This design comes from an exercise in tuning for small area, a short achievable clock period and few clock cycles on the open sky130 flow, not from production work.
The RTL was checked by simulation tests, not by an equivalence proof against the original design.
Power is estimated from default activity; no workload was simulated.

==> flow/design.v (excerpt) <==
module stream_distinct_filter #(
   parameter int MAX_DISTINCT = sdf_pkg::MAX_DISTINCT_DEF
) (
   input  wire                                clock,
   input  wire                                reset,
   input  wire                                start,
   output logic                               busy,
   input  wire signed [sdf_pkg::VALUE_W-1:0]  req_value,
   input  wire                                req_first_of_job,
   output logic                               rsp_valid,
   output logic signed [sdf_pkg::VALUE_W-1:0] rsp_echo_value,
   output logic                               rsp_is_new,
   output logic [sdf_pkg::COUNT_OUT_W-1:0]    rsp_distinct_count,
   output logic                               rsp_overflow
);
Settings: LEC_CHECK=0, CAP_MARGIN=20, CORE_MARGIN=2, CORE_UTILIZATION=70, CTS_BUF_LIST=sky130_fd_sc_hd__clkbuf_16, CTS_CLUSTER_DIAMETER=90, CTS_CLUSTER_SIZE=28, SLEW_MARGIN=20, TNS_END_PERCENT=10; clock period 10.0 ns.
standard.sh (not shown) runs the stock make flow with config.mk's settings and CLKGATE_MAP_FILE= SYNTH_SCRIPT=/design/flow/synth_recipe.tcl, a recipe that flattens the netlist after the stock synthesis.
==> flow/flow/run.sh <==
#!/bin/bash
set -euo pipefail
bash standard.sh SETUP_SLACK_MARGIN=6.55 "BUFFER_PORTS_ARGS=-buffer_cell sky130_fd_sc_hd__buf_2" finish > standard_flow.log 2>&1
Testbench counts at the start, summed over its fixed seeds: cycles 14,489.
Next try:
==> flow/flow/run.sh (replaced) <==
#!/bin/bash
set -euo pipefail
bash standard.sh SETUP_SLACK_MARGIN=6.6 "BUFFER_PORTS_ARGS=-buffer_cell sky130_fd_sc_hd__buf_2" finish > standard_flow.log 2>&1
Settings changed: CTS_CLUSTER_DIAMETER 90 to 80, CTS_CLUSTER_SIZE 28 to 25.
Outcome: Power is higher by 1.3%; sequential power stays flat; die area does not change; cell count stays flat; clock-buffer cell count is higher by 36; setup slack improves by 0.038 ns.


before:
Another version of the RTL of stream_distinct_filter (not shown whole).
For scale: ~22000 cells after synthesis, ~8700 flip-flops, about 81 I/O pins, roughly 280000 um^2 of cells after synthesis.
==> flow/design.v (excerpt) <==
module stream_distinct_filter #(
   parameter int MAX_DISTINCT = sdf_pkg::MAX_DISTINCT_DEF
) (
   input  wire                                clock,
   input  wire                                reset,
   input  wire                                start,
   output logic                               busy,
   input  wire signed [sdf_pkg::VALUE_W-1:0]  req_value,
   input  wire                                req_first_of_job,
   output logic                               rsp_valid,
   output logic signed [sdf_pkg::VALUE_W-1:0] rsp_echo_value,
   output logic                               rsp_is_new,
   output logic [sdf_pkg::COUNT_OUT_W-1:0]    rsp_distinct_count,
   output logic                               rsp_overflow
);
   logic                         tab_clr;
   logic                         tab_ins;
   logic [sdf_pkg::VALUE_W-1:0]  tab_ins_data;
   logic [sdf_pkg::VALUE_W-1:0]  tab_query;
   logic [15:0]                  tab_grp_hit;
   logic [3:0]                   tab_tail_free;
   sdf_search #(
      .MAX_DISTINCT (MAX_DISTINCT)
   ) u_search (
      .clock              (clock),
      .reset              (reset),
      .start              (start),
      .req_value          (req_value),
      .req_first_of_job   (req_first_of_job),
      .busy               (busy),
      .tab_clr            (tab_clr),
      .tab_ins            (tab_ins),
      .tab_ins_data       (tab_ins_data),
      .tab_query          (tab_query),
      .tab_grp_hit        (tab_grp_hit),
      .tab_tail_free      (tab_tail_free),
      .rsp_valid          (rsp_valid),
      .rsp_echo_value     (rsp_echo_value),
      .rsp_is_new         (rsp_is_new),
      .rsp_distinct_count (rsp_distinct_count),
      .rsp_overflow       (rsp_overflow)
   );
   sdf_table #(
      .DEPTH (MAX_DISTINCT)
   ) u_table (
      .clock     (clock),
      .clr       (tab_clr),
      .ins       (tab_ins),
      .ins_data  (tab_ins_data),
  ...
export LEC_CHECK = 0
export CAP_MARGIN = 20
export CORE_MARGIN = 2
export CORE_UTILIZATION = 60
export CTS_BUF_LIST = sky130_fd_sc_hd__clkbuf_16
export CTS_CLUSTER_DIAMETER = 80
export CTS_CLUSTER_SIZE = 25
export SLEW_MARGIN = 20
export TNS_END_PERCENT = 10
create_clock -name core_clock -period 10.0 [get_ports {clock}]
==> flow/flow/run.sh <==
#!/bin/bash
set -euo pipefail
bash standard.sh SETUP_SLACK_MARGIN=6.6 finish > standard_flow.log 2>&1
Testbench counts of before, summed over its fixed seeds: cycles 14,489.
Changes in after relative to before:
- CORE_UTILIZATION now 70, was 60
==> comparison <==
Per the comparison of after with before, wire length after detailed routing went down; post-detailed-route wirelength per cell decreased 0.18 um; starting density of the core rose 9.9 points; shortest period the worst path allows now smaller. [compare] base=before new=after: final area moved down, non-clock buffer count level. after vs before — final cell count dropped 1018. Fraction of layout instances using a drive strength above 1: after vs before — no meaningful difference. Re global-route usage: after and before aren't equal, and the higher value belongs to after.


Another version of the RTL of stream_distinct_filter (not shown whole).
For scale: ~22000 cells after synthesis, ~8800 flip-flops, about 280000 um^2 of cells after synthesis.
clock: 10.0 ns
lec_check: 0
cap_margin: 20
core_margin: 2
core_utilization: 70
cts_buf_list: sky130_fd_sc_hd__clkbuf_16
cts_cluster_diameter: 90
cts_cluster_size: 28
slew_margin: 20
tns_end_percent: 10
==> flow/flow/run.sh <==
#!/bin/bash
set -euo pipefail
bash standard.sh SETUP_SLACK_MARGIN=6.55 "BUFFER_PORTS_ARGS=-buffer_cell sky130_fd_sc_hd__buf_2" finish > standard_flow.log 2>&1
The starting point passed the timing, DRC and antenna checks.
Testbench counts at the start, summed over its fixed seeds: cycles 14,489.
Then changed:
==> flow/flow/run.sh (replaced) <==
#!/bin/bash
set -euo pipefail
bash standard.sh SETUP_SLACK_MARGIN=6.6 "BUFFER_PORTS_ARGS=-buffer_cell sky130_fd_sc_hd__buf_2" finish > standard_flow.log 2>&1
Settings changed: CTS_CLUSTER_DIAMETER 90 to 80, CTS_CLUSTER_SIZE 28 to 25.
The new run finished clean; final cell count stays flat; via count hardly moves; global-route usage hardly moves; critical path depth grows by 5; sequential cell count does not change; synthesized cell count does not change; wire length is about the same.

==> afterwards: timing with drivers on the ports <==
No port has a modelled driver above. Below, the same layouts with a new extraction and two added sets of constraints.
Step 1 (the two cells are an assumption about what drives the block):
set clk [get_ports {clock}]
set_driving_cell -lib_cell sky130_fd_sc_hd__clkbuf_16 $clk
set_driving_cell -lib_cell sky130_fd_sc_hd__buf_2 [delete_from_list [all_inputs] $clk]
Step 2 adds t to the input delays and takes it off the output delays; t is the mean of the earliest and latest rising clock arrival at the registers after step 1. Input paths then give back, and output paths get back, about the clock's delay inside the block.
Three values: no drivers, after step 1, after step 2; two values: the first two.
run | shift t [ns] | setup WS [ns] | worst setup path after step 2
the first run of note 1 | 1.119 | 6.319 / 6.319 / 6.225 | input to register
the second run of note 1 | 1.127 | 6.357 / 6.343 / 6.228 | input to register
before | 1.135 | 5.920 / 5.872 / 5.625 | input to register
after | 1.127 | 6.267 / 6.267 / 5.687 | input to register
the first run of note 3 | 1.115 | 6.327 / 6.214 / 6.320 | input to register
the second run of note 3 | 1.136 | 6.316 / 6.195 / 6.316 | register to register
After both steps every run listed still meets setup and hold. The setup slack of after, which loses most, moves by 0.000 ns with the drivers and by -0.580 ns with both steps.
